From an optimization exercise on the open Yosys and OpenROAD flow, aimed at small area, a short achievable clock period and few clock cycles per item; shortcuts taken in it are not production practice. The RTL was checked by simulation tests, not by an equivalence proof against the original design. The clock port is modelled as an ideal driver; clocking choices that lean on that would not hold on a real chip.

== the previous run ==
Design lru_block_cache_directory, start of the top module:
module lru_block_cache_directory (
    input  wire logic                          i_clk,
    input  wire logic                          i_rst_n,
    input  wire logic                          i_in_valid,
    output logic                               o_in_stall,
    input  wire logic [lrud_pkg::KIND_W-1:0]   i_kind,
    input  wire logic [lrud_pkg::BLOCK_W-1:0]  i_block_number,
    input  wire logic                          i_insert_dirty,
    output logic                               o_out_valid,
    input  wire logic                          i_out_stall,
    output logic                               o_hit,
    output logic      [lrud_pkg::OWAY_W-1:0]   o_way,
    output logic                               o_evicted,
    output logic      [lrud_pkg::BLOCK_W-1:0]  o_evicted_block,
    output logic                               o_evicted_dirty,
    output logic      [lrud_pkg::TOTAL_W-1:0]  o_hit_total,
    output logic      [lrud_pkg::TOTAL_W-1:0]  o_miss_total,
    input  wire logic                          psel,
    input  wire logic                          penable,
    input  wire logic                          pwrite,
    input  wire logic [lrud_pkg::ADDR_W-1:0]   paddr,
    input  wire logic [lrud_pkg::DATA_W-1:0]   pwdata,
    output logic      [lrud_pkg::DATA_W-1:0]   prdata,
    output logic                               pready
);
    logic                         r0_valid;
    lrud_pkg::t_req               r0_req, in_req;
    logic                         o0_valid, o1_valid;
    logic                         r_in_stall;
    logic                         proc;
    logic                         r0_free;
    logic                         in_acc;
    logic                         o0_load;
    logic                         n_r0_valid, n_o0_valid, n_o1_valid;
    logic [lrud_pkg::WAY_W-1:0]   last_way;
    typedef struct packed {
        logic                         hit;
        logic [lrud_pkg::OWAY_W-1:0]  way;
        logic                         evicted;
        logic [lrud_pkg::BLOCK_W-1:0] evicted_block;
        logic                         evicted_dirty;
        logic                         inc_hit;
  ...
Settings: LEC_CHECK=0, CAP_MARGIN=20, CORE_MARGIN=2, CORE_UTILIZATION=60, CTS_CLUSTER_DIAMETER=80, CTS_CLUSTER_SIZE=20, SLEW_MARGIN=20, TNS_END_PERCENT=5; clock period 13.0 ns.
standard.sh (not shown) runs the stock make flow with config.mk's settings and CLKGATE_MAP_FILE= SYNTH_SCRIPT=/design/flow/synth_recipe.tcl, a recipe that flattens the netlist after the stock synthesis.
==> flow/flow/run.sh <==
#!/bin/bash
# Layout flow: the standard ORFS flow (standard.sh) with
#  - port buffers of buf_4 instead of the default choice, a slow delay buffer;
set -euo pipefail
export FLOW_CLOCK_PORT=i_clk
bash standard.sh \
    "BUFFER_PORTS_ARGS=-buffer_cell sky130_fd_sc_hd__buf_4" \
    SETUP_SLACK_MARGIN=9.5 \
    "PRE_CTS_TCL=$PWD/flow/cts_hook.tcl" \
    finish > flow_make.log 2>&1
==> flow/flow/cts_hook.tcl <==
set ::my_clock_port [expr {[info exists ::env(FLOW_CLOCK_PORT)] ? $::env(FLOW_CLOCK_PORT) : "i_clk"}]
rename clock_tree_synthesis my_orig_clock_tree_synthesis
proc clock_tree_synthesis {args} {
  my_orig_clock_tree_synthesis {*}$args
  set block [ord::get_db_block]
  set port_net [$block findNet $::my_clock_port]
  set loads {}
  foreach it [$port_net getITerms] { lappend loads $it }
  if {[llength $loads] != 1} {
    puts "cts_hook: clock port drives [llength $loads] pins, tree left as built"
    return
  }
  set root [[lindex $loads 0] getInst]
  set root_out [[$root findITerm X] getNet]
  set below {}
  foreach it [$root_out getITerms] {
    if {[$it getInst] ne $root} { lappend below $it }
  }
  if {[llength $below] > 4 || [llength [$root_out getBTerms]] > 0} {
    puts "cts_hook: root buffer drives [llength $below] pins, tree left as built"
    return
  }
  set root_name [$root getName]
  set root_out_name [$root_out getName]
  foreach it $below {
    set inst_name [[$it getInst] getName]
    set pin_name [[$it getMTerm] getName]
    disconnect_pin $root_out_name $inst_name/$pin_name
    connect_pin $::my_clock_port $inst_name/$pin_name
  }
  disconnect_pin $::my_clock_port $root_name/A
  delete_instance $root_name
  delete_net $root_out_name
  puts "cts_hook: removed root buffer $root_name; clock port now drives [llength $below] buffers"
}
Testbench counts of the previous run, summed over its fixed seeds: cycles 16,016, items 16,000.
Changes in the current run relative to the previous run:
==> flow/flow/run.sh <==
#!/bin/bash
# Layout flow: the standard ORFS flow (standard.sh) with
#  - port buffers of buf_2 instead of the default choice, a slow delay buffer;
set -euo pipefail
export FLOW_CLOCK_PORT=i_clk
bash standard.sh \
    "BUFFER_PORTS_ARGS=-buffer_cell sky130_fd_sc_hd__buf_2" \
    SETUP_SLACK_MARGIN=9.5 \
    "PRE_CTS_TCL=$PWD/flow/cts_hook.tcl" \
    finish > flow_make.log 2>&1
Findings:
Result: PASS for each of the current run and the previous run. Diff the previous run -> the current run | standard cell area after detailed placement | down slightly. The previous run leaves more setup margin than the current run. On signal arrival time at the worst endpoint, the current run and the previous run are basically level. Relative to the previous run, cell area after layout has decreased by 1.8% in the current run. The non-clock buffer count in the current run sits 7 below the value recorded for the previous run.

[port drivers added, routing unchanged]
No port has a modelled driver above. Below, the same layouts with a new extraction and two added sets of constraints. Step 1 (the two cells are an assumption about what drives the block):
set clk [get_ports {i_clk}]
set_driving_cell -lib_cell sky130_fd_sc_hd__clkbuf_16 $clk
set_driving_cell -lib_cell sky130_fd_sc_hd__buf_2 [delete_from_list [all_inputs] $clk]
Step 2, shift: input delay + t, output delay - t, t = (earliest + latest rising clock arrival at the registers) / 2. This alone moves slack from input paths to output paths. a / b / c = no drivers / after step 1 / after step 2; a / b = the first two.
run | t, ns | setup WS [ns] | worst slew at a driven data input, ns
the previous run | 0.503 | 9.308 / 9.241 / 9.140 | 0.04
the current run | 0.512 | 9.298 / 9.222 / 9.111 | 0.04
After both steps every run listed still meets setup and hold. For the current run, which loses most, drivers alone change the setup slack by -0.076 ns; drivers and shift together by -0.187 ns.
